Source: an optimization exercise on an open RTL-to-GDS flow (aim: small area and a short achievable clock period). Production flows keep margins and buffers that such runs may drop.
RTL that was checked went through simulation tests only; none was proved equivalent to the original.
Power and IR drop assume default switching activity.

Design wasm_ctrl_top, start of the top module:
module wasm_ctrl_top (
    input  logic                      clk,
    input  logic                      rst_n,
    input  logic [addr_w-1:0]         read_pointer,
    input  logic [window_bytes*8-1:0] window,
    output logic [7:0]                advance,
    output logic                      jump_en,
    output logic [addr_w-1:0]         jump_addr,
    output logic [11:0]               stack_ctrl,  
    output logic [31:0]               imm,
    output logic                      call_en,
    output logic [24:0]               call_frame,  
    output logic                      ret_en,
    output logic                      finish,
    output logic                      instr_error
);
Size: ~2,700 cells after synthesis, about 560 flip-flops, ~27,000 µm² of cells after synthesis.
clock: 8.0 ns
lec_check: 0
abc_area: 1
cap_margin: 20
core_margin: 2
core_utilization: 40
cts_buf_list: sky130_fd_sc_hd__clkbuf_8
cts_cluster_size: 30
setup_slack_margin: 2.5
slew_margin: 20
standard.sh (not shown) runs the stock make flow with config.mk's settings and CLKGATE_MAP_FILE= SYNTH_SCRIPT=/design/flow/synth_recipe.tcl, a recipe that flattens the netlist after the stock synthesis.
==> flow/flow/run.sh <==
#!/bin/bash
set -euo pipefail
export BUFFER_PORTS_ARGS="-buffer_cell sky130_fd_sc_hd__buf_2"
bash standard.sh > standard_flow.log 2>&1
The baseline completed without violations.
==> next run, changes <==
CTS_BUF_LIST = default   (was sky130_fd_sc_hd__clkbuf_8)
CTS_CLUSTER_SIZE = default   (was 30)
SETUP_SLACK_MARGIN = 3.0   (was 2.5)
Wire length rises by 9.1%.
Count of clock-buffer cells in the layout went down by 29.
Fmax went down by 1.1%.
Sequential power hardly moves.
Combinational power climbs by 19%.
Flip-flop and latch count is unchanged.
Via count grows by 3.1%.
Synthesized cell count is unchanged.
Register-to-register slack improves by 0.15 ns.
==> next run, changes <==
CTS_BUF_LIST = sky130_fd_sc_hd__clkbuf_4 sky130_fd_sc_hd__clkbuf_8   (was default)
SETUP_SLACK_MARGIN = 2.5   (was 3.0)
Result:
- The new run passed the timing, design-rule and antenna checks
- worst hold slack is better by 0.0057 ns
- cell area is lower by 5.4%
- setup slack gets better by 0.049 ns
==> next run, changes <==
ABC_AREA = default   (was 1)
CTS_BUF_LIST = default   (was sky130_fd_sc_hd__clkbuf_4 sky130_fd_sc_hd__clkbuf_8)
Utilization is higher by 1.1 points.
Design area is lower by 1.9%.
Worst setup slack degrades by 0.49 ns.
==> next run, changes <==
ABC_AREA = 1   (was default)
CORE_UTILIZATION = 60   (was 40)
SETUP_SLACK_MARGIN = 3.0   (was 2.5)
After rerunning:
- setup slack gains 0.43 ns
- sequential power came out lower by about 1%
- non-clock buffer count came out higher by 54
- clock power came out lower by about 5%
Function was not checked in any run of this note: the RTL went through the layout flow alone.

* * *

Another version of the RTL of wasm_ctrl_top (not shown whole).
Size: about 2,400 cells after synthesis, ~170 I/O pins.
==> flow/design.v (excerpt) <==
module wasm_ctrl_top (
    input  logic                      clk,
    input  logic                      rst_n,
    input  logic [addr_w-1:0]         read_pointer,
    input  logic [window_bytes*8-1:0] window,
    output logic [7:0]                advance,
    output logic                      jump_en,
    output logic [addr_w-1:0]         jump_addr,
    output logic [11:0]               stack_ctrl,  
    output logic [31:0]               imm,
    output logic                      call_en,
    output logic [24:0]               call_frame,  
    output logic                      ret_en,
    output logic                      finish,
    output logic                      instr_error
);
clock: 8.0 ns
lec_check: 0
abc_area: 1
cap_margin: 20
core_margin: 2
core_utilization: 60
cts_buf_list: sky130_fd_sc_hd__clkbuf_8
cts_cluster_diameter: 50
cts_cluster_size: 12
setup_slack_margin: 1.75
slew_margin: 20
Scripts as last shown in full above: flow/flow/run.sh
Then changed:
Settings changed: CORE_UTILIZATION 60 to 75, SETUP_SLACK_MARGIN 1.75 to 2.25.
After rerunning: Total power rises by about 2%. Setup slack gets better by 0.28 ns. First-iteration DRC count rises by about 65%.
Then changed:
Settings changed: ABC_AREA 1 to default, CORE_UTILIZATION 75 to 60.
The changed run finished clean.
Worst setup slack gets worse by 0.0096 ns.
Final cell count came out lower by 23%.
Non-clock buffer count came out lower by 12.
Flip-flop and latch count is unchanged.
Then changed:
Settings changed: SETUP_SLACK_MARGIN 2.25 to 2.5.
Effect:
- The changed run passed the timing, design-rule and antenna checks
- power climbs slightly
- wire length climbs by a few percent
- via count climbs by a few percent
- global-route usage climbs by 0.93 points
- register-to-register slack improved by 0.12 ns
- non-clock buffer count climbs by 64
- synthesized cell count stays the same
- clock skew drops by 0.016 ns
- worst setup slack got worse by 0.065 ns
- final cell count climbs by a few percent
- utilization climbs by 1.8 points

* * *

wasm_ctrl_top, a different RTL version from the one above (not shown whole).
Size: about 2,100 cells after synthesis, about 560 flip-flops, roughly 170 I/O pins, about 0.025 mm^2 of cells after synthesis.
Settings: LEC_CHECK=0, ABC_AREA=1, CAP_MARGIN=20, CORE_MARGIN=2, CORE_UTILIZATION=60, CTS_BUF_LIST=sky130_fd_sc_hd__clkbuf_8, CTS_CLUSTER_DIAMETER=50, CTS_CLUSTER_SIZE=12, GPL_ROUTABILITY_DRIVEN=0, SETUP_SLACK_MARGIN=2.25, SLEW_MARGIN=20; clock period 8.0 ns.
==> flow/flow/run.sh <==
#!/bin/bash
# Layout flow: the standard synthesis, except that the technology mapping of the
# combinational logic uses ABC's area-oriented mapping (map -a) instead of the default
# delay-first mapping; registers are mapped exactly as in the standard synthesis. Then the standard flow's
# standard layout from floorplan on, with the port buffers made of plain buffers instead of the
# delay-cell buffers buffer_ports picks by default. Each tool logs to its own file here.
set -euo pipefail
rm -rf synth_scripts
cp -r "$FLOW_HOME/scripts" synth_scripts
cp flow/abc_area.script synth_scripts/abc_area.script
SCRIPTS_DIR="$PWD/synth_scripts" bash standard.sh synth > standard_synth.log 2>&1
export BUFFER_PORTS_ARGS="-buffer_cell sky130_fd_sc_hd__buf_2"
bash standard.sh > standard_flow.log 2>&1
==> flow/flow/abc_area.script <==
strash
dch
map -D 1150
topo
stime -c
buffer -c
upsize -c
dnsize -c
Rerun with:
==> flow/flow/run.sh (replaced) <==
#!/bin/bash
set -euo pipefail
export BUFFER_PORTS_ARGS="-buffer_cell sky130_fd_sc_hd__buf_2"
bash standard.sh > standard_flow.log 2>&1
--- a/flow/config.mk
+++ b/flow/config.mk
@@ -7,3 +7,2 @@
 export LEC_CHECK = 0
-export ABC_AREA = 1
 export CAP_MARGIN = 20
@@ -14,4 +13,3 @@
 export CTS_CLUSTER_SIZE = 12
-export GPL_ROUTABILITY_DRIVEN = 0
-export SETUP_SLACK_MARGIN = 2.25
+export SETUP_SLACK_MARGIN = 2.0
 export SLEW_MARGIN = 20
removed: flow/flow/abc_area.script
Result:
- clock-buffer cell count rose by 4
- power drops by about 12%
- area after synthesis rises by about 1.8%
- cell area hardly moves
- setup slack gets worse by 0.091 ns
- die area rises by about 1.7%
- global-route usage came out lower by 1.2 points
- cell count went down by 6.1%
Rerun with:
==> flow/flow/run.sh (replaced) <==
#!/bin/bash
# Layout flow: the standard synthesis, except that the technology mapping of the
# combinational logic uses ABC's area-oriented mapping (map -a) instead of the default
# delay-first mapping; registers are mapped exactly as in the standard synthesis. Then the standard flow's
# standard layout from floorplan on, with the port buffers made of plain buffers instead of the
# delay-cell buffers buffer_ports picks by default. Each tool logs to its own file here.
set -euo pipefail
rm -rf synth_scripts
cp -r "$FLOW_HOME/scripts" synth_scripts
cp flow/abc_area.script synth_scripts/abc_area.script
SCRIPTS_DIR="$PWD/synth_scripts" bash standard.sh synth > standard_synth.log 2>&1
export BUFFER_PORTS_ARGS="-buffer_cell sky130_fd_sc_hd__buf_2"
bash standard.sh > standard_flow.log 2>&1
==> flow/flow/abc_area.script (new file) <==
strash
dch
map -D 1100
topo
stime -c
buffer -c
upsize -c
dnsize -c
--- a/flow/config.mk
+++ b/flow/config.mk
@@ -7,2 +7,3 @@
 export LEC_CHECK = 0
+export ABC_AREA = 1
 export CAP_MARGIN = 20
@@ -13,3 +14,4 @@
 export CTS_CLUSTER_SIZE = 12
-export SETUP_SLACK_MARGIN = 2.0
+export GPL_ROUTABILITY_DRIVEN = 0
+export SETUP_SLACK_MARGIN = 2.5
 export SLEW_MARGIN = 20
Result: Cell count rose by 10%. Wire length is higher by 6.0%. Utilization is higher by 3.5 points. Combinational power rose by 92%. Final area is higher by 3.2%. Non-clock buffer count goes up by 66. Hold slack got worse by 0.0083 ns. Total power rises by 15%. Synthesized area went down by 1.4%.
Rerun with:
==> flow/flow/run.sh (replaced) <==
#!/bin/bash
set -euo pipefail
export BUFFER_PORTS_ARGS="-buffer_cell sky130_fd_sc_hd__buf_2"
bash standard.sh > standard_flow.log 2>&1
--- a/flow/config.mk
+++ b/flow/config.mk
@@ -14,4 +14,3 @@
 export CTS_CLUSTER_SIZE = 12
-export GPL_ROUTABILITY_DRIVEN = 0
-export SETUP_SLACK_MARGIN = 2.5
+export SETUP_SLACK_MARGIN = 2.35
 export SLEW_MARGIN = 20
removed: flow/flow/abc_area.script
Outcome:
- power goes up slightly
- worst setup slack gains 0.19 ns
- via count climbs by a few percent
- design area stays flat
- final cell count increases by roughly a tenth
Rerun with:
--- a/flow/config.mk
+++ b/flow/config.mk
@@ -14,3 +14,5 @@
 export CTS_CLUSTER_SIZE = 12
-export SETUP_SLACK_MARGIN = 2.35
+export GPL_ROUTABILITY_DRIVEN = 0
+export PLACE_DENSITY = 0.75
+export SETUP_SLACK_MARGIN = 2.25
 export SLEW_MARGIN = 20
Sequential share of layout area grows by 0.27 points.
Synthesized cell count is unchanged.
Power came out lower by 0.71%.
Area after synthesis stays the same.
Final area went down by 0.47%.
Rerun with:
==> flow/flow/run.sh (replaced) <==
#!/bin/bash
# Layout flow: the standard synthesis, except that the technology mapping of the
# combinational logic uses ABC's area-oriented mapping (map -a) instead of the default
# delay-first mapping; registers are mapped exactly as in the standard synthesis. Then the standard flow's
# standard layout from floorplan on, with the port buffers made of plain buffers instead of the
# delay-cell buffers buffer_ports picks by default. Each tool logs to its own file here.
set -euo pipefail
rm -rf synth_scripts
cp -r "$FLOW_HOME/scripts" synth_scripts
cp flow/abc_area.script synth_scripts/abc_area.script
SCRIPTS_DIR="$PWD/synth_scripts" bash standard.sh synth > standard_synth.log 2>&1
export BUFFER_PORTS_ARGS="-buffer_cell sky130_fd_sc_hd__buf_2"
bash standard.sh > standard_flow.log 2>&1
==> flow/flow/abc_area.script (new file) <==
strash
dch
map -a
topo
stime -c
buffer -c
upsize -c
dnsize -c
--- a/flow/config.mk
+++ b/flow/config.mk
@@ -15,3 +15,2 @@
 export GPL_ROUTABILITY_DRIVEN = 0
-export PLACE_DENSITY = 0.75
 export SETUP_SLACK_MARGIN = 2.25
What happened: Setup slack loses 0.47 ns; die area is lower by 4.2%; routed wire length rose by 1.4%; via count fell by 6.6%; design area went down by 0.91%; cell count fell by 11%; clock-buffer cell count went down by 2; global-route usage came out higher by 1.3 points; utilization came out higher by 1.8 points; critical path depth grows by 5; synthesized area fell by 4.3%.

* * *

Setup of run A:
Starting RTL as in the previous note.
Settings: LEC_CHECK=0, ABC_AREA=1, CAP_MARGIN=20, CORE_MARGIN=2, CORE_UTILIZATION=60, CTS_BUF_LIST=sky130_fd_sc_hd__clkbuf_8, CTS_CLUSTER_DIAMETER=50, CTS_CLUSTER_SIZE=12, GPL_ROUTABILITY_DRIVEN=0, SETUP_SLACK_MARGIN=2.25, SLEW_MARGIN=20; clock period 8.0 ns.
==> flow/flow/run.sh <==
#!/bin/bash
set -euo pipefail
export BUFFER_PORTS_ARGS="-buffer_cell sky130_fd_sc_hd__buf_2"
bash standard.sh > standard_flow.log 2>&1
The inputs of run B differ from those of run A as listed below.
==> flow/flow/run.sh <==
#!/bin/bash
# Layout flow: the standard synthesis, then an area re-mapping of the combinational logic
# (OpenROAD restructure; registers are left as synthesis made them), then the standard
# layout from floorplan on, with the port buffers made of plain buffers instead of the
# delay-cell buffers buffer_ports picks by default. Each tool logs to its own file here.
set -euo pipefail
export BUFFER_PORTS_ARGS="-buffer_cell sky130_fd_sc_hd__buf_2"
bash standard.sh synth > standard_synth.log 2>&1
python3 flow/filter_lib.py "$FLOW_HOME/platforms/$FLOW_PLATFORM/lib/sky130_fd_sc_hd__tt_025C_1v80.lib" \
    abc_cells.lib > filter_lib.log 2>&1
openroad -no_init -exit flow/restructure.tcl > restructure.log 2>&1
bash standard.sh > standard_flow.log 2>&1
==> flow/flow/filter_lib.py (new file) <==
# Copy a liberty file without the cells the platform marks don't-use (lpflow_* and probe*),
# so that the area re-mapping below cannot pick them.
import re
import sys

src, dst = sys.argv[1], sys.argv[2]
text = open(src).read()
out = []
pos = 0
pat = re.compile(r'\n\s*cell\s*\(\s*"?([A-Za-z0-9_]+)"?\s*\)\s*\{')
for m in pat.finditer(text):
    if m.start() < pos:
        continue
    name = m.group(1)
    if 'lpflow' not in name and 'probe' not in name:
        continue
    depth = 0
    i = m.end() - 1
    while True:
        c = text[i]
        if c == '{':
            depth += 1
        elif c == '}':
            depth -= 1
            if depth == 0:
                break
        i += 1
    out.append(text[pos:m.start()])
    pos = i + 1
out.append(text[pos:])
open(dst, 'w').write(''.join(out))
==> flow/flow/restructure.tcl (new file) <==
# Re-map the synthesized combinational logic for area. Registers keep their names and cells.
set plat $::env(FLOW_HOME)/platforms/$::env(FLOW_PLATFORM)
set res orfs/results/$::env(FLOW_PLATFORM)/wasm_ctrl_top/base
read_lef $plat/lef/sky130_fd_sc_hd.tlef
read_lef $plat/lef/sky130_fd_sc_hd_merged.lef
read_liberty $plat/lib/sky130_fd_sc_hd__tt_025C_1v80.lib
read_db $res/1_synth.odb
read_sdc $res/1_synth.sdc
puts "area before [sta::format_area [rsz::design_area] 0]"
file mkdir rmp_work
restructure -target area -liberty_file abc_cells.lib \
    -tielo_port sky130_fd_sc_hd__conb_1/LO -tiehi_port sky130_fd_sc_hd__conb_1/HI \
    -work_dir rmp_work
puts "area after [sta::format_area [rsz::design_area] 0]"
write_db $res/1_synth.odb
-- flow/config.mk --
<<< run A, line 14
export CTS_CLUSTER_SIZE = 12
export GPL_ROUTABILITY_DRIVEN = 0
export SETUP_SLACK_MARGIN = 2.25
>>> run B, line 14
export CTS_CLUSTER_SIZE = 12
export SETUP_SLACK_MARGIN = 2.25
Notes after the runs:
Sequential power shrinks by more than 10% when moving from run A to run B. Run A ended up with more cell instances than run B did. Final cell area: run B below run A. Comparing number of filler cells placed in the layout for run B and run A, the bigger number came from run A. Higher count of plain and timing-repair buffers goes to run B over run A. Utilization: lower on run A. The critical path depth reported for run B is smaller than that of run A by 3. Looking at start point of the critical path, the read_pointer[6] result is from run B; the window[23] one comes from run A.
Edits applied to the flow inputs when going from run B to run C:
==> flow/flow/run.sh <==
#!/bin/bash
set -euo pipefail
export BUFFER_PORTS_ARGS="-buffer_cell sky130_fd_sc_hd__buf_2"
bash standard.sh > standard_flow.log 2>&1
removed: flow/flow/filter_lib.py
removed: flow/flow/restructure.tcl
Results
Going from run B to run C, count of buffer and inverter cells on the critical path shrinks by 1. Run B has a lower die extent in x than run C. Re part of the total power dissipated in combinational logic: run C is 21 points up on run B.
### run C -> run D
-- flow/config.mk --
<<< run C, line 7
export LEC_CHECK = 0
export ABC_AREA = 1
export CAP_MARGIN = 20
>>> run D, line 7
export LEC_CHECK = 0
export CAP_MARGIN = 20
--- outcome ---
Looking at the reports, run D completed the entire flow and the layout it produced met the timing, design-rule and antenna checks.
Going from run C to run D, post-synthesis instance area shrank slightly.
When run D is set beside run C, its detailed-route wire length on metal 1 turns out to be about 0.8% smaller.
Slew at the pin closest to its max-slew limit delta for run D relative to run C: 0.029 ns lower
STATUS worst hold slack across all endpoints: run D wins against run C
Per the comparison of run D with run C, sequential standard cell area did not really move, combinational group share of total power went down.

separate check: timing with driven ports:
How much do the figures lean on ideal ports? The routed layouts below were timed once more, with nothing changed but the port constraints. Step 1 assumes that a clkbuf_16 drives the clock port and a buf_2 every other input. Step 2 moves the port delays by t, midway between the first and last clock arrival at a register: inputs arrive t later, outputs are due t later. That takes back most of the time a late clock gives input paths. Slacks: ideal / step 1 / step 2; pairs: ideal / step 1.
run	shift t [ns]	setup WS [ns]	cell pins on the clock port's net
the first run of note 1	0.734	2.440 / 2.379 / 2.379	1
the second run of note 1	0.671	2.381 / 2.315 / 2.315	1
the third run of note 1	0.732	2.429 / 2.369 / 2.369	1
the fourth run of note 1	0.676	1.937 / 1.871 / 1.231	1
the fifth run of note 1	0.673	2.370 / 2.274 / 2.274	1
the first run of note 2	0.708	1.893 / 1.862 / 1.862	1
the second run of note 2	0.685	2.174 / 2.148 / 2.148	1
the third run of note 2	0.722	2.165 / 2.032 / 2.032	1
the fourth run of note 2	0.706	2.099 / 2.046 / 1.345	1
the first run of note 3	0.698	2.127 / 2.074 / 2.074	1
the second run of note 3	0.727	2.036 / 1.971 / 1.971	1
the third run of note 3	0.708	2.164 / 2.108 / 2.108	1
the fourth run of note 3	0.740	2.358 / 2.303 / 2.303	1
the fifth run of note 3	0.720	2.332 / 2.222 / 2.222	1
the sixth run of note 3	0.708	1.865 / 1.811 / 1.811	1
run A	0.728	2.337 / 2.282 / 2.282	1
run B	0.722	2.034 / 2.003 / 2.003	1
run C	0.738	2.326 / 2.293 / 2.293	1
run D	0.724	2.056 / 1.990 / 1.990	1
After both steps every run listed still meets setup and hold. The setup slack of the fourth run of note 2, which loses most, moves by -0.053 ns with the drivers and by -0.754 ns with both steps.
